This is an optimization exercise on Yosys and OpenROAD, whose aim is small area, not a production implementation.
Function was checked by simulation only, so behaviour that the tests miss may differ from the original.
Power is estimated from default activity; no workload was simulated.

==> flow/design.v, too long to show whole: its modules and the start of the top module <==
// module yuv_capture: 95 lines
// module chroma_classifier: 10 lines
// module region_box_tracker: 983 lines
// module skin_box_top: 61 lines
module skin_box_top
#(
    parameter int FRAME_WIDTH = skin_box_pkg::DEF_FRAME_WIDTH,
    parameter int TILE_WIDTH  = skin_box_pkg::DEF_TILE_WIDTH,
    parameter int TILE_HEIGHT = skin_box_pkg::DEF_TILE_HEIGHT
) (
    input  logic    pclk,
    input  logic    reset,
    input  logic    vsync,
    input  logic    href,
    input  logic    config_done,
    input  logic [7:0] cam_data,
    output logic [9:0]  x_coord,
    output logic [9:0]  y_coord,
    output logic    skin_wide,
    output logic    box_hit,
    output logic [skin_box_pkg::NUM_REGIONS*10-1:0] box_min_x,
    output logic [skin_box_pkg::NUM_REGIONS*10-1:0] box_max_x,
    output logic [skin_box_pkg::NUM_REGIONS*10-1:0] box_min_y,
    output logic [skin_box_pkg::NUM_REGIONS*10-1:0] box_max_y
);
  // ...
==> flow/flow/run.sh <==
#!/bin/bash
# Layout flow: the standard synthesis, then its combinational gates are re-mapped
# for area (flow/resynth.tcl; flip-flops untouched), then the standard ORFS
# flow from floorplan on, with the port buffers in the smallest buffer cell.
set -euo pipefail
W=$(pwd)
R=$W/orfs/results/$FLOW_PLATFORM/skin_box_top/base
bash standard.sh synth > make_synth.log 2>&1
cp "$R/1_2_yosys.v" "$W/std_1_2_yosys.v"
RESYN_LIB=$FLOW_HOME/platforms/sky130hd/lib/sky130_fd_sc_hd__tt_025C_1v80.lib \
RESYN_IN=$W/std_1_2_yosys.v RESYN_OUT=$R/1_2_yosys.v RESYN_TOP=$FLOW_TOP \
RESYN_DIR=$W RESYN_ABC=$W/flow/area.abc \
  "${YOSYS_EXE:-yosys}" -c flow/resynth.tcl > resynth.log 2>&1
rm -f "$R/1_synth.odb" "$R/1_synth.sdc"
bash standard.sh BUFFER_PORTS_ARGS="-buffer_cell sky130_fd_sc_hd__buf_1" CTS_ARGS="-sink_clustering_enable -repair_clock_nets -sink_clustering_size 8 -sink_clustering_max_diameter 50 -buf_list sky130_fd_sc_hd__clkbuf_4 -dont_use_dummy_load" finish > make_finish.log 2>&1
==> flow/flow/area.abc <==
strash
&get -n
&st
&dc2
&dch
&nf -R 1000
&put
strash
&get -n
&dch
&nf -R 1000
&put
==> flow/flow/resynth.tcl <==
# Re-map the combinational logic of the standard synthesis netlist for area.
# The flip-flops are kept as they are (same instances, names and cells);
# only the gates between them are rebuilt by ABC with an area-oriented script.
yosys -import
set lib $::env(RESYN_LIB)
set in  $::env(RESYN_IN)
set out $::env(RESYN_OUT)
read_liberty -ignore_miss_func $lib
# sequential and special cells stay black boxes
blackbox sky130_fd_sc_hd__df* sky130_fd_sc_hd__sdf* sky130_fd_sc_hd__edf* sky130_fd_sc_hd__sedf* sky130_fd_sc_hd__dl*
read_verilog $in
hierarchy -top $::env(RESYN_TOP)
flatten
# the pins of the flattened gates must not name the nets
yosys rename -hide w:_*_.*
opt -purge
tee -o $::env(RESYN_DIR)/stat_before.txt stat -liberty $lib
set dont_use {}
foreach p {sky130_fd_sc_hd__fa_* sky130_fd_sc_hd__ha_* sky130_fd_sc_hd__fah* sky130_fd_sc_hd__probe_p_8 sky130_fd_sc_hd__probec_p_8 sky130_fd_sc_hd__lpflow_*} { lappend dont_use -dont_use $p }
abc -script $::env(RESYN_ABC) -liberty $lib {*}$dont_use
read_liberty -lib -ignore_redef $lib
opt_clean -purge
splitnets
opt_clean -purge
hilomap -hicell sky130_fd_sc_hd__conb_1 HI -locell sky130_fd_sc_hd__conb_1 LO
opt_clean -purge
tee -o $::env(RESYN_DIR)/stat_after.txt stat -liberty $lib
check -assert
write_verilog -noattr -nohex -nodec $out
==> flow/standard.sh <==
#!/bin/bash
# synth_recipe.tcl (not shown) runs the flow's synth.tcl, then flattens the netlist and writes it again
# the make line also repeats each setting of config.mk as NAME=value (left out here)
make -C /OpenROAD-flow-scripts/flow DESIGN_CONFIG=/design/flow/config.mk WORK_HOME=/design/flow/orfs CLKGATE_MAP_FILE= SYNTH_SCRIPT=/design/flow/synth_recipe.tcl "${@:-finish}"
==> flow/config.mk <==
export PLATFORM = sky130hd
export DESIGN_NAME = skin_box_top
export DESIGN_NICKNAME = skin_box_top
export VERILOG_FILES = /design/flow/design.v
export SDC_FILE = /design/flow/constraint.sdc
export NUM_CORES = 4
export LEC_CHECK = 0
export CAP_MARGIN = 0
export CORE_MARGIN = 2
export CORE_UTILIZATION = 40
export SLEW_MARGIN = 0
==> flow/constraint.sdc <==
create_clock -name core_clock -period 8.0 [get_ports {pclk}]
set_input_delay 1.6000 -clock core_clock [delete_from_list [all_inputs] [get_ports {pclk}]]
set_output_delay 1.6000 -clock core_clock [all_outputs]
set_load 0.01 [all_outputs]
==> results by group, run 1 <==
Power
  • Clock power frac: 0.331
  • P_clk: 1.10 mW
  • Reg power frac: 0.634
  • Sw Pwr: 0.866 mW
  • Total power: 3.31 mW

Floorplanning
  • Chip Height: 218 um
  • Site Rows: 78
  • Core Region: 0.0454 mm2
  • Die Wd: 218 um

Setup path
  • Reg-to-reg critical path endpoint: u_tracker.r3_mxx_q[6]
  • Worst path bufs/invs: 1
  • Critical path depth: 17
  • Crit-path cells: nand3_1 -> or3_1 -> nand2_1 -> buf_4 -> a222oi_1 -> o21ai_0 -> a221oi_1 -> and3_1 -> a22oi_1 -> o21ai_0 -> a222oi_1 -> a2bb2oi_1 -> maj3_1 -> nor2_1 -> o21ai_0 -> or2_0 -> o21ai_0
  • Critical path arrival: 7410 ps

Clock tree
  • TritonCTS Buffers: 59
  • Clk sink count: 415
  • Deepest clock path buffer count: 3
  • Hold Buf Count CTS: 0
  • # Post-CTS Setup Buffers: 0

Layout
  • Multi-input combinational area share: 0.361
  • Seq area share: 0.474
  • Final Instance Area: 0.0220 mm2
  • Post-Layout Cell Count: 3126
  • FF+latch area: 0.0104 mm2

Worst hold path
  • Hold Crit Endpoint: u_capture.state[1]
  • Hold path startpoint: u_capture.state[1]

STA
  • Final Max Tran Viols: 0
  • Maximum achievable frequency: 0.148 GHz
  • Period Utilization, post-route: 0.844

GRT
  • Tot GR Track Use: 0.357
  • Initial antenna violation count: 4
  • Global-route wire length before repair: 126 mm

Placed design
  • Post-DP HPWL: 59.9 mm
  • Gpl congestion: 0.909

Status
  • Status: finished clean
==> run 2, diff against run 1 <==
==> flow/flow/area.abc (replaced) <==
strash
&get -n
&st
&deepsyn -T 120
&dch
&nf -R 1000
&put
strash
&get -n
&dch
&nf -R 1000
&put
==> results by group, run 2 <==
STA
  • Period Utilization, post-route: 0.822 (was 0.844)
  • Unrepaired setup endpoints after global routing: false (unchanged)
  • TNS Setup: 0 ps (unchanged)
  • Final Max Tran Viols: 0 (unchanged)
  • Skew final: 84.2 ps (was 93.1 ps)
  • Setup-failing EPs final: 0 (unchanged)
  • Clock period minus worst slack: 6580 ps (was 6750 ps)
  • Maximum achievable frequency: 0.152 GHz (was 0.148 GHz)
  • Post-route setup slack: 1420 ps (was 1250 ps)
  • Max transition margin: 0.252 (was 0.159)
  • Hold Vio Cnt, Final: 0 (unchanged)
  • Worst-Margin Slew: 1120 ps (was 1260 ps)

Placed design
  • Number of buffers added on ports: 467 (unchanged)
  • Pre-CTS WS: 1550 ps (was 1480 ps)
  • Gpl congestion: 0.892 (was 0.909)
  • Inst Count DP: 2552 (was 3062)
  • Post-DP HPWL: 52.8 mm (was 59.9 mm)

Setup path
  • Worst Setup End Kind: register (unchanged)
  • Worst path required time: 8720 ps (was 8660 ps)
  • R2R depth: 16 (was 17)
  • Crit path max fanout: 21 (was 17)
  • Startpoint Class: register (unchanged)
  • Critical path class: reg2reg (unchanged)
  • Critical path arrival: 7300 ps (was 7410 ps)

Clock tree
  • Root buffer cell: clkbuf_4 (unchanged)
  • Clk sink count: 415 (unchanged)
  • Clock latency at the later pin of the worst-skew pair: 860 ps (was 890 ps)
  • PostCTS Resize Cnt: 0 (unchanged)
  • Deepest clock path buffer count: 3 (unchanged)
  • Reg clk slew, reported paths: 70 ps (was 100 ps)
  • CTS tree: done (unchanged)
  • H-tree depth: 2 (unchanged)
  • Hold Buf Count CTS: 0 (unchanged)
  • # Post-CTS Setup Buffers: 0 (unchanged)
  • TritonCTS Buffers: 61 (was 59)

Layout
  • Commonest non-fill, non-tap cell in the layout: buf_1 (unchanged)
  • Nets: 2043 (was 2536)
  • Fillers: 4180 (was 4436)
  • Post-Layout Cell Count: 2614 (was 3126)
  • Top flop regs: u_capture.x_coord: 10 flops, u_capture.y_coord: 10 flops (unchanged)
  • Area growth syn-to-layout: 19.8% (about the same)
  • Multi-input gate area: 0.00675 mm2 (was 0.00794 mm2)
  • FF+latch area: 0.0104 mm2 (unchanged)
  • Commonest cells after routing, fill and taps aside: 466 x buf_1, 375 x dfrtp_1, 347 x a22o_1 (was 466 x buf_1, 375 x dfrtp_1, 294 x o21ai_0)
  • Layout cells sized above 1: 0.0833 (was 0.0746)

Status
  • Status: finished clean (unchanged)

Power
  • Pwr per Cell Area: 159 mW/mm2 (was 151 mW/mm2)
  • Leakage: 9.04 nW (was 9.16 nW)
  • Peak VDD IR: 0.0933 mV (was 0.0687 mV)
  • Total power: 3.30 mW (was 3.31 mW)

Detailed routing
  • DR vias/cell: 6.30 (was 6.31)
  • Iter 0 DRT Violations: 2244 (was 3157)
  • DR DRC count: 0 (unchanged)
  • Drt pass-1 iters: 8 (was 6)
  • Vias after detailed routing: 16.5k (was 19.7k)
  • Count of antenna-violating nets left after detailed routing: 0 (unchanged)
  • WL per Instance: 29.3 um (was 28.0 um)
  • Final WL: 76.5 mm (was 87.4 mm)

Synth
  • Cell Area, Synth: 0.0173 mm2 (was 0.0184 mm2)
  • Mapped Avg Cell Area: 11.9 um2 (was 9.55 um2)
  • Gate Count Post-Synth: 1447 (was 1924)
  • YS warnings: 2 (unchanged)
  • Synth Net Count: 1460 (was 1937)

Floorplanning
  • Boundary pin count: 515 (unchanged)
  • Die Wd: 212 um (was 218 um)
  • Site Rows: 76 (was 78)
  • Initial core utilization: 0.403 (was 0.405)
  • Die Footprint: 0.0449 mm2 (was 0.0477 mm2)
  • Chip Height: 212 um (was 218 um)
  • Core Region: 0.0429 mm2 (was 0.0454 mm2)

GRT
  • Tot GR Track Use: 0.334 (was 0.357)
  • Vias in the first global route: 15.9k (was 18.4k)
  • GR Overflow Total: 0 (unchanged)
  • Largest net degree at the start of global routing: 176 (was 178)
  • Initial antenna violation count: 2 (was 4)
  • Global-route wire length before repair: 109 mm (was 126 mm)

Flow run
  • Max cap viols: 0 (unchanged)

Worst hold path
  • Worst hold path type: reg2reg (unchanged)
  • Min-Delay Path Depth: 1 (unchanged)
run 2: report_power, final:
part           internal [mW]  total, mW  switching (mW)
clock network          0.346       1.09           0.740
logic                 0.0133      0.116           0.103
registers               2.10       2.10         0.00160
run 2: through the flow:
stage               cell area (um2)   util  hold WS, ps
CTS                           20700  0.483          463
global route                  20700  0.483          478
detailed placement            20300  0.472          455
floorplan                     17300      -          424
finish                        20700  0.483          463
global placement              20300  0.472          439
run 2: worst paths after layout:
check | from | to | slack [ps]
worst max-delay path | u_capture.y_coord[7] | u_tracker.r11_mxx_q[4] | 1420
worst min-delay path | u_capture.state[1] | u_capture.state[1] | 460
worst max register to register | u_capture.y_coord[7] | u_tracker.r11_mxx_q[4] | 1420
worst min register to register | u_capture.state[1] | u_capture.state[1] | 460
max in group asynchronous | reset | u_tracker.r11_mxx_q[5] | 5570
min in group asynchronous | reset | u_tracker.r11_mny_q[3] | 920
run 2: cell type report:
type / count / share of cell area
multi-input combinational: 988 / 0.326
sequential: 415 / 0.504
clock buffer: 61 / 0.0221
timing repair buffer: 520 / 0.105
inverter: 44 / 0.00875
tap: 585 / 0.0353
antenna: 1 / 0.000121
run 2: routing by layer:
metal / wire, um / vias up / GRT usage
li1: - / 6838 / -
met1: 31000 / 8315 / 0.472
met2: 34500 / 1155 / 0.500
met3: 8060 / 169 / 0.0678
met4: 2930 / 2 / 0.145
met5: 13 / - / 0
run 2: worst max-delay path: stages, from the launching register on:
cell and delay, ps:
dfrtp_1 780, o21ai_0 370, or3_1 590, nor2_2 720
a221oi_1 200, nand2_1 130, o21ai_0 80, maj3_1 370
maj3_1 350, maj3_1 340, maj3_1 360, maj3_1 360
maj3_1 380, maj3_1 390, and3_1 330, nor2_1 490
a22o_1 210
==> run 3, diff against run 2 <==
--- a/flow/config.mk
+++ b/flow/config.mk
@@ -8,4 +8,4 @@
 export CAP_MARGIN = 0
 export CORE_MARGIN = 2
-export CORE_UTILIZATION = 40
+export CORE_UTILIZATION = 55
 export SLEW_MARGIN = 0
==> results by group, run 3 <==
GRT
  • Largest net degree at the start of global routing: 160 (was 176)
  • Global-route wire length before repair: 104 mm (was 109 mm)
  • Tot GR Track Use: 0.423 (was 0.334)
  • Vias in the first global route: 15.7k (was 15.9k)
  • Initial antenna violation count: 1 (was 2)
  • GR Overflow Total: 0 (unchanged)

Power
  • Peak VDD IR: 0.0930 mV (was 0.0933 mV)
  • Leakage: 9.00 nW (was 9.04 nW)
  • Sw Pwr: 0.802 mW (was 0.844 mW)
  • Sw Share: 0.247 (was 0.256)
  • Logic pwr share: 0.035 (about the same)
  • Reg power frac: 0.648 (was 0.636)
  • P_int: 2.44 mW (was 2.46 mW)
  • Pwr per Cell Area: 159 mW/mm2 (about the same)
  • Clock power frac: 0.317 (was 0.329)

Clock tree
  • Root buffer cell: clkbuf_4 (unchanged)
  • # Post-CTS Setup Buffers: 0 (unchanged)
  • PostCTS Resize Cnt: 0 (unchanged)
  • TritonCTS Buffers: 58 (was 61)
  • Reg clk slew, reported paths: 100 ps (was 70 ps)
  • Hold Buf Count CTS: 0 (unchanged)
  • H-tree depth: 2 (unchanged)
  • Clock latency at the later pin of the worst-skew pair: 750 ps (was 860 ps)
  • CTS tree: done (unchanged)
  • Deepest clock path buffer count: 3 (unchanged)
  • Clk sink count: 415 (unchanged)

STA
  • Clock period minus worst slack: 6600 ps (was 6580 ps)
  • Maximum achievable frequency: 0.151 GHz (was 0.152 GHz)
  • Period Utilization, post-route: 0.825 (was 0.822)
  • Setup-failing EPs final: 0 (unchanged)
  • Worst-Margin Slew: 1070 ps (was 1120 ps)
  • Final Max Tran Viols: 0 (unchanged)
  • Unrepaired setup endpoints after global routing: false (unchanged)
  • Skew final: 56.9 ps (was 84.2 ps)
  • TNS Setup: 0 ps (unchanged)
  • Hold Vio Cnt, Final: 0 (unchanged)
  • Max transition margin: 0.283 (was 0.252)

Layout
  • Nets: 2035 (was 2043)
  • Post-Layout Cell Count: 2417 (was 2614)
  • Top flop regs: u_capture.x_coord: 10 flops, u_capture.y_coord: 10 flops (unchanged)
  • Commonest non-fill, non-tap cell in the layout: buf_1 (unchanged)
  • Commonest cells after routing, fill and taps aside: 466 x buf_1, 375 x dfrtp_1, 347 x a22o_1 (unchanged)
  • Area growth syn-to-layout: 18.1% (was 19.8%)
  • Layout cells sized above 1: 0.0797 (was 0.0833)

Setup path
  • Startpoint Class: register (unchanged)
  • Critical path arrival: 7280 ps (was 7300 ps)
  • FF-to-FF setup slack: 1400 ps (was 1420 ps)
  • Critical path class: reg2reg (unchanged)
  • Worst Setup End Kind: register (unchanged)
  • Worst path required time: 8670 ps (was 8720 ps)
  • Crit path max fanout: 21 (unchanged)

Detailed routing
  • Count of antenna-violating nets left after detailed routing: 0 (unchanged)
  • Drt pass-1 iters: 9 (was 8)
  • Highest Signal Layer: met4 (was met5)
  • Met2 wire len: 31.8 mm (was 34.5 mm)
  • Iter 0 DRT Violations: 2467 (was 2244)
  • Vias after detailed routing: 16.9k (was 16.5k)
  • DR DRC count: 0 (unchanged)
  • DR vias/cell: 6.98 (was 6.30)
  • WL per Instance: 29.3 um (about the same)
  • Met3 WL: 8.74 mm (was 8.06 mm)
  • M1 WL: 26.9 mm (was 31.0 mm)
  • Final WL: 70.7 mm (was 76.5 mm)

Floorplanning
  • Boundary pin count: 515 (unchanged)
  • Core Region: 0.0307 mm2 (was 0.0429 mm2)
  • Initial core utilization: 0.562 (was 0.403)
  • Chip Height: 181 um (was 212 um)
  • Die Wd: 181 um (was 212 um)
  • Site Rows: 64 (was 76)
  • Die Footprint: 0.0329 mm2 (was 0.0449 mm2)

Synth
  • YS warnings: 2 (unchanged)
  • Cell Area, Synth: 0.0173 mm2 (unchanged)
  • Synth Net Count: 1460 (unchanged)
  • Mapped Avg Cell Area: 11.9 um2 (unchanged)
  • Gate Count Post-Synth: 1447 (unchanged)

Status
  • Status: finished clean (unchanged)

Worst hold path
  • Worst hold path type: reg2reg (unchanged)

Placed design
  • Number of buffers added on ports: 467 (unchanged)
  • Gpl congestion: 0.914 (was 0.892)
  • Post-DP HPWL: 49.0 mm (was 52.8 mm)
  • Inst Count DP: 2358 (was 2552)

Flow run
  • Max cap viols: 0 (unchanged)
==> run 3: final timing paths <==
kind	from	endpoint	cells after the start
hold reg to reg	u_tracker.r3_mny_q[0]	u_tracker.r3_mny_q[0]	2
max in group asynchronous	reset	u_tracker.r8_mxx_q[1]	3
setup reg to reg	u_capture.y_coord[7]	u_tracker.r7_mxx_q[1]	16
hold / removal	u_tracker.r3_mny_q[0]	u_tracker.r3_mny_q[0]	2
setup / recovery	u_capture.y_coord[7]	u_tracker.r7_mxx_q[1]	16
min in group asynchronous	reset	u_tracker.r4_mny_q[3]	2
==> run 3: stage by stage <==
stage | worst slack [ps] | cell area (um2) | utilization | power [mW] | hold WS, ps
floorplan | 1090 | 17300 | - | 2.21 | 424
global placement | 1810 | 20000 | 0.650 | 2.25 | 440
detailed placement | 1580 | 20000 | 0.650 | 2.25 | 454
global route | 1040 | 20400 | 0.664 | 3.33 | 490
finish | 1400 | 20400 | 0.664 | 3.24 | 470
CTS | 1520 | 20400 | 0.664 | 3.23 | 468
==> run 3: cell type report <==
type / count / area, um2
Clock buffer: 58 / 435
Tap cell: 396 / 495
Fill cell: 2539 / 10300
Timing Repair Buffer: 515 / 2120
Multi-Input combinational cell: 988 / 6750
Inverter: 44 / 181
Sequential cell: 415 / 10400
Antenna cell: 1 / 2.50
==> run 3: critical path, stage by stage, from the launching register on <==
cell and delay (ps):
dfrtp_1 840, o21ai_0 370, or3_1 590, nor2_4 700
a222oi_1 190, nand3_1 140, o21ai_0 100, maj3_1 370
maj3_1 360, maj3_1 340, maj3_1 360, maj3_1 370
maj3_1 380, maj3_1 410, and3_1 320, nor2_1 460
a22o_1 210
==> run 3: routing by layer <==
| metal | track usage | vias to the layer above |
|---|---|---|
| met5 | 0 | - |
| met4 | 0.169 | 0 |
| met3 | 0.0961 | 228 |
| met2 | 0.643 | 1434 |
| met1 | 0.594 | 8380 |
| li1 | - | 6830 |
==> run 3: power by group through the flow <==
stage / Clock, mW / Sequential [mW] / Combinational [mW]
floorplan: 0 / 2.14 / 0.0723
global placement: 0 / 2.14 / 0.111
detailed placement: 0 / 2.14 / 0.113
CTS: 1.02 / 2.10 / 0.113
global route: 1.10 / 2.10 / 0.127
finish: 1.03 / 2.10 / 0.114
==> run 4, diff against run 3 <==
--- a/flow/flow/run.sh
+++ b/flow/flow/run.sh
@@ -13,3 +13,3 @@
   "${YOSYS_EXE:-yosys}" -c flow/resynth.tcl > resynth.log 2>&1
 rm -f "$R/1_synth.odb" "$R/1_synth.sdc"
-bash standard.sh BUFFER_PORTS_ARGS="-buffer_cell sky130_fd_sc_hd__buf_1" CTS_ARGS="-sink_clustering_enable -repair_clock_nets -sink_clustering_size 8 -sink_clustering_max_diameter 50 -buf_list sky130_fd_sc_hd__clkbuf_4 -dont_use_dummy_load" finish > make_finish.log 2>&1
+bash standard.sh DONT_USE_CELLS="sky130_fd_sc_hd__probe_p_8 sky130_fd_sc_hd__probec_p_8 sky130_fd_sc_hd__lpflow_bleeder_1 sky130_fd_sc_hd__lpflow_clkbufkapwr_1 sky130_fd_sc_hd__lpflow_clkbufkapwr_16 sky130_fd_sc_hd__lpflow_clkbufkapwr_2 sky130_fd_sc_hd__lpflow_clkbufkapwr_4 sky130_fd_sc_hd__lpflow_clkbufkapwr_8 sky130_fd_sc_hd__lpflow_clkinvkapwr_1 sky130_fd_sc_hd__lpflow_clkinvkapwr_16 sky130_fd_sc_hd__lpflow_clkinvkapwr_2 sky130_fd_sc_hd__lpflow_clkinvkapwr_4 sky130_fd_sc_hd__lpflow_clkinvkapwr_8 sky130_fd_sc_hd__lpflow_decapkapwr_12 sky130_fd_sc_hd__lpflow_decapkapwr_3 sky130_fd_sc_hd__lpflow_decapkapwr_4 sky130_fd_sc_hd__lpflow_decapkapwr_6 sky130_fd_sc_hd__lpflow_decapkapwr_8 sky130_fd_sc_hd__lpflow_inputiso0n_1 sky130_fd_sc_hd__lpflow_inputiso0p_1 sky130_fd_sc_hd__lpflow_inputiso1n_1 sky130_fd_sc_hd__lpflow_inputiso1p_1 sky130_fd_sc_hd__lpflow_inputisolatch_1 sky130_fd_sc_hd__lpflow_isobufsrc_1 sky130_fd_sc_hd__lpflow_isobufsrc_16 sky130_fd_sc_hd__lpflow_isobufsrc_2 sky130_fd_sc_hd__lpflow_isobufsrc_4 sky130_fd_sc_hd__lpflow_isobufsrc_8 sky130_fd_sc_hd__lpflow_isobufsrckapwr_16 sky130_fd_sc_hd__lpflow_lsbuf_lh_hl_isowell_tap_1 sky130_fd_sc_hd__lpflow_lsbuf_lh_hl_isowell_tap_2 sky130_fd_sc_hd__lpflow_lsbuf_lh_hl_isowell_tap_4 sky130_fd_sc_hd__lpflow_lsbuf_lh_isowell_4 sky130_fd_sc_hd__lpflow_lsbuf_lh_isowell_tap_1 sky130_fd_sc_hd__lpflow_lsbuf_lh_isowell_tap_2 sky130_fd_sc_hd__lpflow_lsbuf_lh_isowell_tap_4 sky130_fd_sc_hd__fill_1 sky130_fd_sc_hd__fill_2 sky130_fd_sc_hd__fill_4 sky130_fd_sc_hd__fill_8  sky130_fd_sc_hd__buf_4 sky130_fd_sc_hd__buf_6 sky130_fd_sc_hd__buf_8 sky130_fd_sc_hd__buf_12 sky130_fd_sc_hd__buf_16" BUFFER_PORTS_ARGS="-buffer_cell sky130_fd_sc_hd__buf_1" CTS_ARGS="-sink_clustering_enable -repair_clock_nets -sink_clustering_size 8 -sink_clustering_max_diameter 50 -buf_list sky130_fd_sc_hd__clkbuf_4 -dont_use_dummy_load" finish > make_finish.log 2>&1
--- a/flow/config.mk
+++ b/flow/config.mk
@@ -8,4 +8,4 @@
 export CAP_MARGIN = 0
 export CORE_MARGIN = 2
-export CORE_UTILIZATION = 55
+export CORE_UTILIZATION = 65
 export SLEW_MARGIN = 0
==> results by group, run 4 <==
Clock tree
  • Hold Buf Count CTS: 0 (unchanged)
  • # Post-CTS Setup Buffers: 0 (unchanged)
  • H-tree depth: 2 (unchanged)
  • Deepest clock path buffer count: 3 (unchanged)
  • Clk sink count: 415 (unchanged)
  • PostCTS Resize Cnt: 0 (unchanged)
  • Reg clk slew, reported paths: 90 ps (was 100 ps)
  • Root buffer cell: clkbuf_4 (unchanged)
  • CTS tree: done (unchanged)
  • TritonCTS Buffers: 57 (was 58)
  • Clock latency at the later pin of the worst-skew pair: 750 ps (about the same)

Floorplanning
  • Die Footprint: 0.0279 mm2 (was 0.0329 mm2)
  • Boundary pin count: 515 (unchanged)
  • Site Rows: 59 (was 64)
  • Core Region: 0.0261 mm2 (was 0.0307 mm2)
  • Initial core utilization: 0.664 (was 0.562)
  • Chip Height: 167 um (was 181 um)
  • Die Wd: 167 um (was 181 um)

Synth
  • YS warnings: 2 (unchanged)
  • Cell Area, Synth: 0.0173 mm2 (unchanged)
  • Mapped Avg Cell Area: 11.9 um2 (unchanged)
  • Synth Net Count: 1460 (unchanged)
  • Gate Count Post-Synth: 1447 (unchanged)

Layout
  • Top flop regs: u_capture.x_coord: 10 flops, u_capture.y_coord: 10 flops (unchanged)
  • Fillers: 1838 (was 2539)
  • Final Instance Area: 0.0205 mm2 (was 0.0204 mm2)
  • Commonest cells after routing, fill and taps aside: 466 x buf_1, 375 x dfrtp_1, 347 x a22o_1 (unchanged)
  • Layout cells sized above 1: 0.0640 (was 0.0797)
  • Nets: 2031 (was 2035)
  • Commonest non-fill, non-tap cell in the layout: buf_1 (unchanged)
  • Area growth syn-to-layout: 18.3% (was 18.1%)
  • Layout Utilization: 0.785 (was 0.664)

Setup path
  • Worst path required time: 8650 ps (was 8670 ps)
  • Critical path class: reg2reg (unchanged)
  • Startpoint Class: register (unchanged)
  • Critical path arrival: 7480 ps (was 7280 ps)
  • Crit path max fanout: 22 (was 21)
  • Worst Setup End Kind: register (unchanged)

STA
  • Unrepaired setup endpoints after global routing: false (unchanged)
  • TNS Setup: 0 ps (unchanged)
  • Max transition margin: 0.148 (was 0.283)
  • Skew final: 55.3 ps (was 56.9 ps)
  • Setup-failing EPs final: 0 (unchanged)
  • Final Max Tran Viols: 0 (unchanged)
  • Worst-Margin Slew: 1280 ps (was 1070 ps)
  • Maximum achievable frequency: 0.146 GHz (was 0.151 GHz)
  • Period Utilization, post-route: 0.854 (was 0.825)
  • Hold Vio Cnt, Final: 0 (unchanged)
  • Clock period minus worst slack: 6830 ps (was 6600 ps)
  • Min Hold Slack: 470 ps (about the same)

Power
  • Leakage: 9.12 nW (was 9.00 nW)
  • Pwr per Cell Area: 158 mW/mm2 (was 159 mW/mm2)
  • Peak VDD IR: 0.141 mV (was 0.0930 mV)

Detailed routing
  • Count of antenna-violating nets left after detailed routing: 0 (unchanged)
  • WL per Instance: 29.7 um (was 29.3 um)
  • Vias after detailed routing: 17.4k (was 16.9k)
  • DR vias/cell: 7.41 (was 6.98)
  • Final WL: 69.8 mm (was 70.7 mm)
  • Drt pass-1 iters: 10 (was 9)
  • DR DRC count: 0 (unchanged)
  • Iter 0 DRT Violations: 3430 (was 2467)

Flow run
  • Max cap viols: 0 (unchanged)

GRT
  • Vias in the first global route: 16.5k (was 15.7k)
  • Largest net degree at the start of global routing: 151 (was 160)
  • GR Overflow Total: 0 (unchanged)
  • Global-route wire length before repair: 104 mm (about the same)
  • Tot GR Track Use: 0.490 (was 0.423)
  • Initial antenna violation count: 1 (unchanged)

Placed design
  • Gpl congestion: 1.02 (was 0.914)
  • Number of buffers added on ports: 467 (unchanged)
  • Placed cell area: 0.0200 mm2 (about the same)
  • Post-DP HPWL: 49.0 mm (about the same)

Status
  • Status: finished clean (unchanged)

Worst hold path
  • Worst hold path type: reg2reg (unchanged)
==> run 4: cell count changes in the layout (fill, tap and decap cells not counted) <==
cell,before,now
clkbuf_4,59,57
bufbuf_16,0,1
clkdlybuf4s18_2,0,9
bufbuf_8,0,7
buf_4,48,0
nor2_2,7,8
nor2_4,3,2
dlygate4sd1_1,0,28
buf_2,0,1
==> run 4: worst paths after layout <==
kind                       cells past startpoint  slack, ps                  start                      to
max in group asynchronous                      3       5440                  reset   u_tracker.r7_mxx_q[7]
min in group asynchronous                      2       1030                  reset   u_tracker.r8_mny_q[6]
max reg2reg                                   16       1170   u_capture.y_coord[6]  u_tracker.r11_mxx_q[1]
min                                            2        470  u_tracker.r4_mny_q[0]   u_tracker.r4_mny_q[0]
max                                           16       1170   u_capture.y_coord[6]  u_tracker.r11_mxx_q[1]
min reg2reg                                    2        470  u_tracker.r4_mny_q[0]   u_tracker.r4_mny_q[0]
==> run 4: where the power goes <==
group	switching, mW	internal [mW]	leakage (nW)
logic	0.0997	0.0147	3.20
clock network	0.686	0.325	0.262
registers	0.00227	2.10	5.66
total	0.788	2.44	9.12
==> run 4: cell type report <==
class                           count  area, um2  share of cell area
Clock buffer                       57        428              0.0209
Multi-Input combinational cell    988       6740               0.330
Antenna cell                        1       2.50            0.000122
Timing Repair Buffer              512       2250               0.110
Tap cell                          335        419              0.0205
Sequential cell                   415      10400               0.510
Inverter                           44        181             0.00887
==> run 4: worst max-delay path, cell delays in order, from the launching register on <==
cell and delay, ps:
dfrtp_1 890, o21ai_0 410, or3_1 600, nor3_2 840, a222oi_1 260, nand3_1 150
a211oi_1 60, maj3_1 360, maj3_1 360, maj3_1 340, maj3_1 360, maj3_1 360
maj3_1 380, maj3_1 390, and3_1 340, nor2_1 450, a22o_1 200
==> run 4: metal layers <==
metal / vias to the layer above / routed length, um / GRT usage / part of all wire
li1: 6800 / - / - / -
met1: 8424 / 23700 / 0.661 / 0.34
met2: 1848 / 30900 / 0.722 / 0.44
met3: 349 / 10400 / 0.140 / 0.15
met4: 0 / 4750 / 0.275 / 0.068
met5: - / 0 / 0 / 0
==> run 4: through the flow <==
step | total power [mW] | std cells | setup WS [ps]
finish | 3.23 | 2352 | 1170
global placement | 2.25 | 2294 | 1670
global route | 3.31 | 2352 | 904
detailed placement | 2.25 | 2294 | 1460
CTS | 3.21 | 2351 | 1390
floorplan | 2.21 | 1447 | 1090

==> what the ideal ports hide <==
Ports are ideal in the flow. The routed layouts listed here were re-timed in OpenROAD. Step 1, drivers: a clkbuf_16 drives pclk and a buf_2 each remaining input, both assumed. Step 2 moves the port delays by t, midway between the first and last clock arrival at a register: inputs arrive t later, outputs are due t later. That takes back most of the time a late clock gives input paths. Three values: ideal ports, drivers, drivers and shift; two values: the first two.
run | t, ns | slack for setup (ns) | latest minus earliest clock arrival (ns) | worst data-port slew with drivers (ns)
run 1 | 0.894 | 1.248 / 1.248 / 1.248 | 0.093 / 0.093 | 0.03
run 2 | 0.873 | 1.425 / 1.425 / 1.425 | 0.085 / 0.084 | 0.05
run 3 | 0.783 | 1.396 / 1.396 / 1.396 | 0.061 / 0.061 | 0.04
run 4 | 0.770 | 1.168 / 1.168 / 1.168 | 0.056 / 0.055 | 0.04
After both steps setup and hold are still met in every run listed.
